This is an optimization exercise on Yosys and OpenROAD, whose aim is small area and a short achievable clock period, not a production implementation.
RTL that was checked went through simulation tests only; none was proved equivalent to the original.
No activity file was given, so power comes from the tool's default toggle rates.

## counter_top
module counter_top (
  input  logic                        i_pclk,
  input  logic                        i_prst_n,
  input  logic [31:0]                 i_paddr,
  input  logic [31:0]                 i_pwdata,
  input  logic                        i_pwrite,
  input  logic                        i_psel,
  input  logic                        i_penable,
  output logic [31:0]                 o_prdata,
  input  logic [cnt_pkg::CNT_NUM-1:0] i_extern_din_a,
  output logic [cnt_pkg::CNT_NUM-1:0] o_extern_dout_a,
  output logic [cnt_pkg::CNT_NUM-1:0] o_extern_dout_a_oen,
  output logic                        o_int
);
  logic                           wr, rd;
  logic                           sel_trig, sel_sts, sel_mset, sel_mclr;
  logic [cnt_pkg::CNT_NUM-1:0]    sel_ctrl, sel_tgt, sel_cnt, sel_cap;
  logic [cnt_pkg::CNT_NUM*32-1:0] ch_rdata;
  logic [cnt_pkg::INTR_W-1:0]     intr_evt;
  ...
For scale: about 2200 cells after synthesis, about 110 I/O pins.
Settings: LEC_CHECK=0, CAP_MARGIN=20, CORE_MARGIN=2, CORE_UTILIZATION=40, SETUP_SLACK_MARGIN=1.5, SLEW_MARGIN=20; clock period 3.5 ns.
run.sh (not shown) runs the stock make flow with config.mk's settings and CLKGATE_MAP_FILE= SYNTH_SCRIPT=/design/flow/synth_recipe.tcl, a recipe that flattens the netlist after the stock synthesis.
The starting point completed, yet does not pass: hold timing.
==> next run, changes <==
==> flow/flow/run.sh (new file) <==
#!/bin/bash
# Standard layout, with the port buffers made from plain buf_2 cells instead
# of the delay cells buffer_ports picks on its own.
set -euo pipefail
export BUFFER_PORTS_ARGS="-buffer_cell sky130_fd_sc_hd__buf_2"
bash standard.sh finish > make_finish.log 2>&1
==> flow/standard.sh (new file) <==
#!/bin/bash
# synth_recipe.tcl (not shown) runs the flow's synth.tcl, then flattens the netlist and writes it again
# the make line also repeats each setting of config.mk as NAME=value (left out here)
make -C /OpenROAD-flow-scripts/flow DESIGN_CONFIG=/design/flow/config.mk WORK_HOME=/design/flow/orfs CLKGATE_MAP_FILE= SYNTH_SCRIPT=/design/flow/synth_recipe.tcl "${@:-finish}"
--- a/flow/config.mk
+++ b/flow/config.mk
@@ -9,4 +9,4 @@
 export CORE_MARGIN = 2
 export CORE_UTILIZATION = 40
-export SETUP_SLACK_MARGIN = 1.5
+export SETUP_SLACK_MARGIN = 1.0
 export SLEW_MARGIN = 20
removed: flow/run.sh
=> The changed run went through all stages and came out clean; global-route usage goes down by 4.9 points; die area stays the same; via count went down by 12%; fmax increases by 4.7%; count of clock-buffer cells in the layout rises by 15; hold slack improves by 0.15 ns; sequential share of layout area goes up by 8.0 points; setup slack gets better by 0.12 ns.
==> next run, changes <==
==> flow/run.sh (new file) <==
#!/bin/bash
# synth_recipe.tcl (not shown) runs the flow's synth.tcl, then flattens the netlist and writes it again
# the make line also repeats each setting of config.mk as NAME=value (left out here)
make -C /OpenROAD-flow-scripts/flow DESIGN_CONFIG=/design/flow/config.mk WORK_HOME=/design/flow/orfs CLKGATE_MAP_FILE= SYNTH_SCRIPT=/design/flow/synth_recipe.tcl finish
--- a/flow/config.mk
+++ b/flow/config.mk
@@ -9,4 +9,3 @@
 export CORE_MARGIN = 2
 export CORE_UTILIZATION = 40
-export SETUP_SLACK_MARGIN = 1.0
 export SLEW_MARGIN = 20
removed: flow/flow/run.sh
removed: flow/standard.sh
Result:
- global-route usage falls by 1.3 points
- die area is unchanged
- final area falls by about 4%
- wire length falls by 5.0%
- total power falls by about 1.4%
==> next run, changes <==
--- a/flow/config.mk
+++ b/flow/config.mk
@@ -9,3 +9,4 @@
 export CORE_MARGIN = 2
 export CORE_UTILIZATION = 40
+export SETUP_SLACK_MARGIN = 1.0
 export SLEW_MARGIN = 20
The new run went through all stages and came out clean.
Hold slack is worse by 0.055 ns.
Power rose by 2.2%.
Routed wire length goes up by 9.1%.
Non-clock buffer count is higher by 177.
Final area rose by 11%.
Global-route usage goes up by 2.0 points.
Via count climbs by 6.1%.
Area after synthesis stays the same.
Count of clock-buffer cells in the layout decreases by 1.
Final cell count climbs by 6.0%.
Clock power is higher by 4.7%.
No run of this note included a check of the RTL's function; only the layout flow was run.

---

pine:
Another version of the RTL of counter_top (not shown whole).
Size: ~110 I/O pins, about 23000 um2 of cells after synthesis.
Design counter_top, start of the top module:
module counter_top (
  input  logic                        i_pclk,
  input  logic                        i_prst_n,
  input  logic [31:0]                 i_paddr,
  input  logic [31:0]                 i_pwdata,
  input  logic                        i_pwrite,
  input  logic                        i_psel,
  input  logic                        i_penable,
  output logic [31:0]                 o_prdata,
  input  logic [cnt_pkg::CNT_NUM-1:0] i_extern_din_a,
  output logic [cnt_pkg::CNT_NUM-1:0] o_extern_dout_a,
  output logic [cnt_pkg::CNT_NUM-1:0] o_extern_dout_a_oen,
  output logic                        o_int
);
Settings: LEC_CHECK=0, CAP_MARGIN=20, CORE_MARGIN=2, CORE_UTILIZATION=40, SETUP_SLACK_MARGIN=0.6, SLEW_MARGIN=20; clock period 3.5 ns.
standard.sh (not shown) runs the stock make flow with config.mk's settings and CLKGATE_MAP_FILE= SYNTH_SCRIPT=/design/flow/synth_recipe.tcl, a recipe that flattens the netlist after the stock synthesis.
==> flow/flow/run.sh <==
#!/bin/bash
# Standard layout, with the port buffers made from plain buf_2 cells instead
# of the delay cells buffer_ports picks on its own.
set -euo pipefail
export BUFFER_PORTS_ARGS="-buffer_cell sky130_fd_sc_hd__buf_2"
bash standard.sh finish > make_finish.log 2>&1
> inputs changed (pine -> cedar)
- SETUP_SLACK_MARGIN: 0.6 -> 1.0
--- outcome ---
Final instance area of cedar exceeds that of pine by a few percent.
Looking at setup fix buffers added after clock tree synthesis across cedar and pine, the one that comes out higher is cedar.
Summary — share of cells above drive strength 1, cedar relative to pine: higher, by 6.4 points.
Layout-stage area growth over the synthesis result: cedar vs pine up 4.3 points
Compared to pine, cedar has clock network fraction of design power 1.0 points lower.
Changes observed in cedar relative to pine: tightest hold margin now smaller, power now smaller, number of input and output port buffers inserted comparable.
No run of this note included a check of the RTL's function; only the layout flow was run.

---

== job 1871 ==
counter_top, a different RTL version from the one above (not shown whole).
Size in the first run: roughly 490 flip-flops, ~110 I/O pins, about 23000 sq um of cells after synthesis.
==> flow/config.mk <==
export PLATFORM = sky130hd
export DESIGN_NAME = counter_top
export DESIGN_NICKNAME = counter_top
export VERILOG_FILES = /design/flow/design.v
export SDC_FILE = /design/flow/constraint.sdc
export NUM_CORES = 4
export LEC_CHECK = 0
export CAP_MARGIN = 20
export CORE_MARGIN = 2
export CORE_UTILIZATION = 40
export SETUP_SLACK_MARGIN = 1.0
export SLEW_MARGIN = 20
==> flow/constraint.sdc <==
create_clock -name core_clock -period 3.5 [get_ports {i_pclk}]
set_input_delay 0.7000 -clock core_clock [delete_from_list [all_inputs] [get_ports {i_pclk}]]
set_output_delay 0.7000 -clock core_clock [all_outputs]
set_load 0.01 [all_outputs]
==> flow/flow/run.sh <==
#!/bin/bash
# Standard layout with two changes: synthesis maps the logic with the ABC
# script in abc_speed2.script (see my_synth.tcl), and the port buffers are
# plain buf_2 cells instead of the delay cells buffer_ports picks on its own.
set -euo pipefail
export MY_WORK="$(pwd)"
export MY_ABC_SCRIPT="$MY_WORK/flow/abc_speed2.script"
export BUFFER_PORTS_ARGS="-buffer_cell sky130_fd_sc_hd__buf_2"
sed "s#SYNTH_SCRIPT=[^ ]*#SYNTH_SCRIPT=$MY_WORK/flow/my_synth.tcl#" standard.sh > my_standard.sh
grep -q "SYNTH_SCRIPT=$MY_WORK/flow/my_synth.tcl" my_standard.sh
bash my_standard.sh finish > make_finish.log 2>&1
==> flow/flow/abc_speed2.script <==
&get -n
&st
&syn2
&if -g -K 6
&synch2
&nf
&st
&syn2
&if -g -K 6
&synch2
&nf
&put
buffer -c
topo
stime -c
upsize -c
dnsize -c
==> flow/flow/my_synth.tcl <==
# The standard flow's synthesis script, with the ABC mapping script swapped for
# flow/abc_speed2.script. Only the technology mapping of the logic changes;
# the flip-flops are mapped before ABC runs and are left as they are.
proc abc {args} {
  set i [lsearch $args -script]
  if {$i >= 0} { lset args [expr {$i + 1}] $::env(MY_ABC_SCRIPT) }
  puts "abc with [lindex $args [expr {$i + 1}]]"
  yosys abc {*}$args
}
source $::env(MY_WORK)/synth_recipe.tcl
Job 1871 went all the way through the flow, and no timing, DRC or antenna check failed.
Here is what was changed in the inputs of job 5026 compared with job 1871.
- CORE_UTILIZATION changed from 40 to 55
- PLACE_DENSITY newly set to 0.7
==> flow/flow/run.sh <==
#!/bin/bash
# Standard layout with three changes: the port buffers are plain buf_2 cells
# instead of the delay cells buffer_ports picks on its own, and clock tree
# synthesis adds no dummy loads and builds the tree from clkbuf_4/clkbuf_8.
set -euo pipefail
export BUFFER_PORTS_ARGS="-buffer_cell sky130_fd_sc_hd__buf_2"
export CTS_ARGS="-sink_clustering_enable -repair_clock_nets -dont_use_dummy_load -buf_list {sky130_fd_sc_hd__clkbuf_4 sky130_fd_sc_hd__clkbuf_8}"
bash standard.sh finish > make_finish.log 2>&1
removed: flow/flow/abc_speed2.script
removed: flow/flow/my_synth.tcl
Notes after the runs:
Job 5026 vs job 1871: cell area power density down in job 5026
Job 5026 vs. job 1871: total instance count after detailed placement down 3.8%; area taken by flip-flops and latches held steady; clock power share saw a decrease; data arrival at the endpoint of the critical path shrank by 40 ps; sequential area share after synthesis lower.
Job 1871 → job 5026: average cell area after synthesis decreased by 0.40 sq um relative to the old numbers; total length of routed wires increased by 9.4% relative to the old numbers.
Compared with job 1871, in job 5026 layout overhead on the synthesized area moved down, cell count shrank by about 4%.
diff inputs: job 5026 => job 168
- removing PLACE_DENSITY (formerly 0.7)
- changing CORE_UTILIZATION from 55 to 40
### Flow results
Compare job 168 and job 5026 | fmax lower: job 5026
Job 5026 → job 168: basic-gate share of the synthesized area counting and, or, nand and nor cells now sits at about the same level, global-route met2 utilization now sits lower, post-synthesis to final-layout area growth now sits higher.
Edits applied to the flow inputs when going from job 168 to job 4479:
==> flow/flow/run.sh <==
#!/bin/bash
# Standard layout, with the port buffers made from plain buf_2 cells instead
# of the delay cells buffer_ports picks on its own.
set -euo pipefail
export BUFFER_PORTS_ARGS="-buffer_cell sky130_fd_sc_hd__buf_2"
bash standard.sh finish > make_finish.log 2>&1
### Flow results
Diff job 168 -> job 4479: number of signal-net buffers in the layout picked up an extra about 0.4%; met2 wire length picked up an extra about 1.8%. Of the two values seen for class of the worst hold path, input port to flip-flop was produced by job 168 and input port to asynchronous set/reset pin by job 4479. Per the comparison of job 4479 with job 168, count of non-filler cells in the finished layout grew by 0.38%, share of power burned in combinational logic went down, die area now sits at about the same level.

---

run 1:
counter_top with an RTL version that a note above also has.
For scale: roughly 490 flip-flops.
Design counter_top, start of the top module:
module counter_top (
  input  logic                        i_pclk,
  input  logic                        i_prst_n,
  input  logic [31:0]                 i_paddr,
  input  logic [31:0]                 i_pwdata,
  input  logic                        i_pwrite,
  input  logic                        i_psel,
  input  logic                        i_penable,
  output logic [31:0]                 o_prdata,
  input  logic [cnt_pkg::CNT_NUM-1:0] i_extern_din_a,
  output logic [cnt_pkg::CNT_NUM-1:0] o_extern_dout_a,
  output logic [cnt_pkg::CNT_NUM-1:0] o_extern_dout_a_oen,
  output logic                        o_int
);
  logic                           wr, rd;
  logic                           sel_trig, sel_sts, sel_mset, sel_mclr;
  logic [cnt_pkg::CNT_NUM-1:0]    sel_ctrl, sel_tgt, sel_cnt, sel_cap;
  logic [cnt_pkg::CNT_NUM*32-1:0] ch_rdata;
  logic [cnt_pkg::INTR_W-1:0]     intr_evt;
  logic [cnt_pkg::INTR_W-1:0]     intr_sts;
  logic [cnt_pkg::INTR_W-1:0]     intr_mask;
  logic [31:0]                    rdata;
  logic [31:0]                    prdata_q;
  cnt_apb_regs u_dec (
    .i_paddr    (i_paddr),
    .i_pwrite   (i_pwrite),
    .i_psel     (i_psel),
    .i_penable  (i_penable),
    .o_wr       (wr),
    .o_rd       (rd),
    .o_sel_trig (sel_trig),
    .o_sel_sts  (sel_sts),
    .o_sel_mset (sel_mset),
    .o_sel_mclr (sel_mclr),
    .o_sel_ctrl (sel_ctrl),
    .o_sel_tgt  (sel_tgt),
  ...
==> flow/config.mk <==
export PLATFORM = sky130hd
export DESIGN_NAME = counter_top
export DESIGN_NICKNAME = counter_top
export VERILOG_FILES = /design/flow/design.v
export SDC_FILE = /design/flow/constraint.sdc
export NUM_CORES = 4
export LEC_CHECK = 0
export CAP_MARGIN = 20
export CORE_MARGIN = 2
export CORE_UTILIZATION = 40
export GPL_TIMING_DRIVEN = 0
export SETUP_SLACK_MARGIN = 1.0
export SLEW_MARGIN = 20
==> flow/constraint.sdc <==
create_clock -name core_clock -period 3.5 [get_ports {i_pclk}]
set_input_delay 0.7000 -clock core_clock [delete_from_list [all_inputs] [get_ports {i_pclk}]]
set_output_delay 0.7000 -clock core_clock [all_outputs]
set_load 0.01 [all_outputs]
==> flow/flow/run.sh <==
#!/bin/bash
# Standard layout with two changes: the port buffers are plain buf_2 cells
# instead of the delay cells buffer_ports picks on its own, and clock tree
# synthesis adds no dummy loads.
set -euo pipefail
export BUFFER_PORTS_ARGS="-buffer_cell sky130_fd_sc_hd__buf_2"
export CTS_ARGS="-sink_clustering_enable -repair_clock_nets -dont_use_dummy_load"
bash standard.sh finish > make_finish.log 2>&1
Per the final summary, run 1 finished and its layout is clean on timing, DRC and antenna.
Changes in run 2 relative to run 1:
- GPL_TIMING_DRIVEN no longer set, was 0
==> flow/flow/run.sh <==
#!/bin/bash
# Standard layout with three changes: the port buffers are plain buf_2 cells
# instead of the delay cells buffer_ports picks on its own, and clock tree
# synthesis adds no dummy loads and builds the tree from clkbuf_4/clkbuf_8.
set -euo pipefail
export BUFFER_PORTS_ARGS="-buffer_cell sky130_fd_sc_hd__buf_2"
export CTS_ARGS="-sink_clustering_enable -repair_clock_nets -dont_use_dummy_load -buf_list {sky130_fd_sc_hd__clkbuf_4 sky130_fd_sc_hd__clkbuf_8}"
bash standard.sh finish > make_finish.log 2>&1
Results
- Run 1 → run 2: deepest level of the CTS H-tree rose by 1, period utilization rose by 0.79 points, post-route met1 wirelength fell by 3.5%.
- Power, run 2 and run 1: larger value in run 1
- [compare] base=run 1 new=run 2: count of nets after finishing went down by 40; critical path depth went up by 2.
- | global-route wire length before repair | run 2 vs run 1 | 5.9% lower |
- Diff run 1 -> run 2: worst setup slack for register-to-register paths has decreased; power share of the clock group decreased by 2.9 points relative to the old numbers; worst hold slack -0.088 ns.
The following lists how run 3 was set up differently from run 2:
- a change of SETUP_SLACK_MARGIN from 1.0 to 1.3
==> flow/flow/run.sh <==
#!/bin/bash
# Standard layout, with the port buffers made from plain buf_2 cells instead
# of the delay cells buffer_ports picks on its own.
set -euo pipefail
export BUFFER_PORTS_ARGS="-buffer_cell sky130_fd_sc_hd__buf_2"
bash standard.sh finish > make_finish.log 2>&1
## What came out
Number of clock buffer instances in the layout | run 3 below run 2. Run 3 vs run 2: highest attainable clock frequency up by a few percent. Between run 2 and run 3, the worst path setup slack after routing is higher for run 3. Global-route total usage across every layer was lower in the run labelled run 2. Half-perimeter wire length after detailed placement, run 2 and run 3, lower one = run 2. Run 3 reports a lower arrival time at the worst endpoint than run 2 does. Of run 2 and run 3, the run reporting the higher count of buffers added by post-CTS timing repair for setup was run 3. Run 3 ended with every stage complete and zero timing, DRC or antenna violations. Where cell area is concerned, run 2 is better than run 3. Taking run 2 as the reference point, the signed area change from the synthesized netlist to the final layout of run 3 rises by 14 points. Changes observed in run 3 relative to run 2: pre-CTS setup slack saw a decrease; number of antenna violations at the first check in global routing now sits lower.
Function was not checked in any run of this note: the RTL went through the layout flow alone.

---

## try-onyx
Another version of the RTL of counter_top (not shown whole).
Size: about 2,000 cells after synthesis, about 490 flip-flops, ~23,000 sq um of cells after synthesis.
==> flow/config.mk <==
export PLATFORM = sky130hd
export DESIGN_NAME = counter_top
export DESIGN_NICKNAME = counter_top
export VERILOG_FILES = /design/flow/design.v
export SDC_FILE = /design/flow/constraint.sdc
export NUM_CORES = 4
export LEC_CHECK = 0
export CAP_MARGIN = 20
export CORE_MARGIN = 2
export CORE_UTILIZATION = 40
export SETUP_SLACK_MARGIN = 1.2
export SLEW_MARGIN = 20
==> flow/constraint.sdc <==
create_clock -name core_clock -period 3.5 [get_ports {i_pclk}]
set_input_delay 0.7000 -clock core_clock [delete_from_list [all_inputs] [get_ports {i_pclk}]]
set_output_delay 0.7000 -clock core_clock [all_outputs]
set_load 0.01 [all_outputs]
==> flow/flow/run.sh <==
#!/bin/bash
# Standard layout with these changes:
#  - synthesis maps the logic with the ABC script in abc_speed2.script (see
#    my_synth.tcl); flip-flops are mapped before ABC and are left as they are
#  - the port buffers are plain buf_2 cells instead of the delay cells
#    buffer_ports picks on its own
#  - clock tree synthesis adds no dummy loads and builds the tree from
#    clkbuf_8 cells, with clusters of up to 14 sinks
set -euo pipefail
export MY_WORK="$(pwd)"
export MY_ABC_SCRIPT="$MY_WORK/flow/abc_speed2.script"
export BUFFER_PORTS_ARGS="-buffer_cell sky130_fd_sc_hd__buf_2"
export CTS_ARGS="-sink_clustering_enable -repair_clock_nets -dont_use_dummy_load -buf_list {sky130_fd_sc_hd__clkbuf_8} -sink_clustering_size 14 -sink_clustering_max_diameter 60"
sed "s#SYNTH_SCRIPT=[^ ]*#SYNTH_SCRIPT=$MY_WORK/flow/my_synth.tcl#" standard.sh > my_standard.sh
grep -q "SYNTH_SCRIPT=$MY_WORK/flow/my_synth.tcl" my_standard.sh
bash my_standard.sh finish > make_finish.log 2>&1
==> flow/flow/abc_speed2.script <==
&get -n
&st
&syn2
&if -g -K 6
&synch2
&nf
&st
&syn2
&if -g -K 6
&synch2
&nf
&put
buffer -c
topo
stime -c
upsize -c
dnsize -c
==> flow/flow/my_synth.tcl <==
# The standard flow's synthesis script, with the ABC mapping script swapped for
# flow/abc_speed2.script. Only the technology mapping of the logic changes;
# the flip-flops are mapped before ABC runs and are left as they are.
proc abc {args} {
  set i [lsearch $args -script]
  if {$i >= 0} { lset args [expr {$i + 1}] $::env(MY_ABC_SCRIPT) }
  puts "abc with [lindex $args [expr {$i + 1}]]"
  yosys abc {*}$args
}
source $::env(MY_WORK)/synth_recipe.tcl
try-onyx finished all stages; the layout is clean.
#### Input delta (try-delta over try-onyx)
Settings: SETUP_SLACK_MARGIN now 1.0, was 1.2.
Notes after the runs:
- The post-route worst setup slack in try-delta sits 0.17 ns below the value recorded for try-onyx.
- Between try-onyx and try-delta, combinational group share of total power decreased.
- On try-delta: combined area of the multi-input logic cells is 390 sq um lower than what try-onyx gave.
- In try-delta the area growth from synthesis to layout turned out 3.8 points lower than in try-onyx.
- try-delta vs. try-onyx: count of clock-buffer cells in the layout now sits higher, wire length now sits lower.
- Looking at critical path depth, try-delta sits above try-onyx.
- Sort try-onyx and try-delta by number of nets in the layout, descending, and try-onyx comes first.
- Sort try-onyx and try-delta by total inserted antenna cells, descending, and try-delta comes first.
- Against try-onyx, try-delta comes in 4.9 points higher on period utilization.
- Summary of the comparison: clock power share is higher in try-delta, relative to try-onyx.
Input-level comparison between try-xenon and try-delta:
Settings: SETUP_SLACK_MARGIN now 0.8, was 1.0.
--- outcome ---
- try-xenon went all the way through the flow, and no timing, DRC or antenna check failed.
- Going from try-delta to try-xenon, length of routed met3 wiring shrinks by 8.7%.
- Shortest clock period the worst path allows after layout: try-xenon > try-delta
- Power went down slightly going from try-delta to try-xenon.
- Compared with try-delta, in try-xenon share of the final layout cell area in sequential cells now larger; final worst-path cycle share saw an increase; length in cells of the worst reg-to-reg path went up; multi-input gate area in the final layout down 1.7%; register-to-register slack moved down.
- In try-xenon, fraction of power spent switching nets is higher than in try-delta.
#### Input delta (try-ember over try-xenon)
Settings: a change of SETUP_SLACK_MARGIN from 0.8 to 1.0.
--- a/flow/flow/run.sh
+++ b/flow/flow/run.sh
@@ -7,3 +7,3 @@
 #  - clock tree synthesis adds no dummy loads and builds the tree from
-#    clkbuf_8 cells, with clusters of up to 14 sinks
+#    clkbuf_4/clkbuf_8
 set -euo pipefail
@@ -12,3 +12,3 @@
 export BUFFER_PORTS_ARGS="-buffer_cell sky130_fd_sc_hd__buf_2"
-export CTS_ARGS="-sink_clustering_enable -repair_clock_nets -dont_use_dummy_load -buf_list {sky130_fd_sc_hd__clkbuf_8} -sink_clustering_size 14 -sink_clustering_max_diameter 60"
+export CTS_ARGS="-sink_clustering_enable -repair_clock_nets -dont_use_dummy_load -buf_list {sky130_fd_sc_hd__clkbuf_4 sky130_fd_sc_hd__clkbuf_8}"
 sed "s#SYNTH_SCRIPT=[^ ]*#SYNTH_SCRIPT=$MY_WORK/flow/my_synth.tcl#" standard.sh > my_standard.sh
[summary]
try-ember vs try-xenon, beginning of the critical path: g_ch[1].u_ch.cnt_q[6]$_DFF_PN0_ vs g_ch[2].u_ch.cnt_q[14]$_DFF_PN0_
Area growth from synthesis to layout for try-ember: 3.8 points up relative to try-xenon
Summary of try-ember over try-xenon: clock period minus worst slack decreased by 0.12 ns relative to the old numbers; design area increased by about 3.4% relative to the old numbers.
try-ember ended with more number of nets in the finished design than try-xenon.
Changes observed in try-ember relative to try-xenon: layout buffer count excluding clock buffers rose 6, area occupied by registers about even.

static timing again, ports no longer ideal:
Ports are ideal in the flow. The routed layouts listed here were re-timed in OpenROAD.
Step 1 (the two cells are an assumption about what drives the block):
set clk [get_ports {i_pclk}]
set_driving_cell -lib_cell sky130_fd_sc_hd__clkbuf_16 $clk
set_driving_cell -lib_cell sky130_fd_sc_hd__buf_2 [delete_from_list [all_inputs] $clk]
Step 2 moves the port delays by t, midway between the first and last clock arrival at a register: inputs arrive t later, outputs are due t later. That takes back most of the time a late clock gives input paths.
a / b / c = ideal / step 1 / step 2; a / b = the first two.
run | t (ns) | slack for setup (ns) | hold WS [ns] | slew at the worst register clock pin (ns)
the first run of note 1 | 0.708 | 0.786 / 0.786 / 0.359 | -0.017 / -0.031 / 0.347 | 0.07 / 0.07
the second run of note 1 | 0.679 | 0.907 / 0.907 / 0.315 | 0.138 / 0.121 / 0.352 | 0.07 / 0.07
the third run of note 1 | 0.667 | 0.452 / 0.472 / -0.177 | 0.101 / 0.091 / 0.346 | 0.06 / 0.06
the fourth run of note 1 | 0.671 | 0.887 / 0.889 / 0.248 | 0.046 / 0.039 / 0.348 | 0.07 / 0.07
pine | 0.678 | 0.619 / 0.619 / 0.076 | 0.082 / 0.071 / 0.350 | 0.07 / 0.07
cedar | 0.676 | 0.850 / 0.850 / 0.358 | 0.074 / 0.067 / 0.349 | 0.07 / 0.07
job 1871 | 0.672 | 0.873 / 0.873 / 0.400 | 0.048 / 0.037 / 0.346 | 0.07 / 0.07
job 5026 | 0.694 | 0.936 / 0.936 / 0.333 | 0.030 / 0.021 / 0.349 | 0.06 / 0.06
job 168 | 0.724 | 1.016 / 1.016 / 0.328 | 0.129 / 0.105 / 0.328 | 0.06 / 0.06
job 4479 | 0.674 | 0.968 / 0.968 / 0.340 | 0.046 / 0.033 / 0.350 | 0.07 / 0.07
run 1 | 0.668 | 0.844 / 0.844 / 0.285 | 0.201 / 0.166 / 0.337 | 0.06 / 0.06
run 2 | 0.738 | 0.816 / 0.816 / 0.264 | 0.113 / 0.074 / 0.332 | 0.07 / 0.07
run 3 | 0.677 | 0.946 / 0.946 / 0.581 | 0.079 / 0.066 / 0.346 | 0.07 / 0.07
try-onyx | 0.712 | 1.108 / 1.108 / 0.526 | 0.128 / 0.096 / 0.347 | 0.10 / 0.10
try-delta | 0.723 | 0.937 / 0.976 / 0.255 | 0.110 / 0.069 / 0.343 | 0.10 / 0.10
try-xenon | 0.701 | 0.799 / 0.799 / 0.352 | 0.084 / 0.072 / 0.354 | 0.10 / 0.10
try-ember | 0.726 | 0.923 / 0.923 / 0.369 | 0.134 / 0.091 / 0.342 | 0.06 / 0.06
Met with ideal ports but missed after step 2: setup timing in the third run of note 1. For job 168, which loses most, drivers alone change the setup slack by 0.000 ns; drivers and shift together by -0.688 ns.
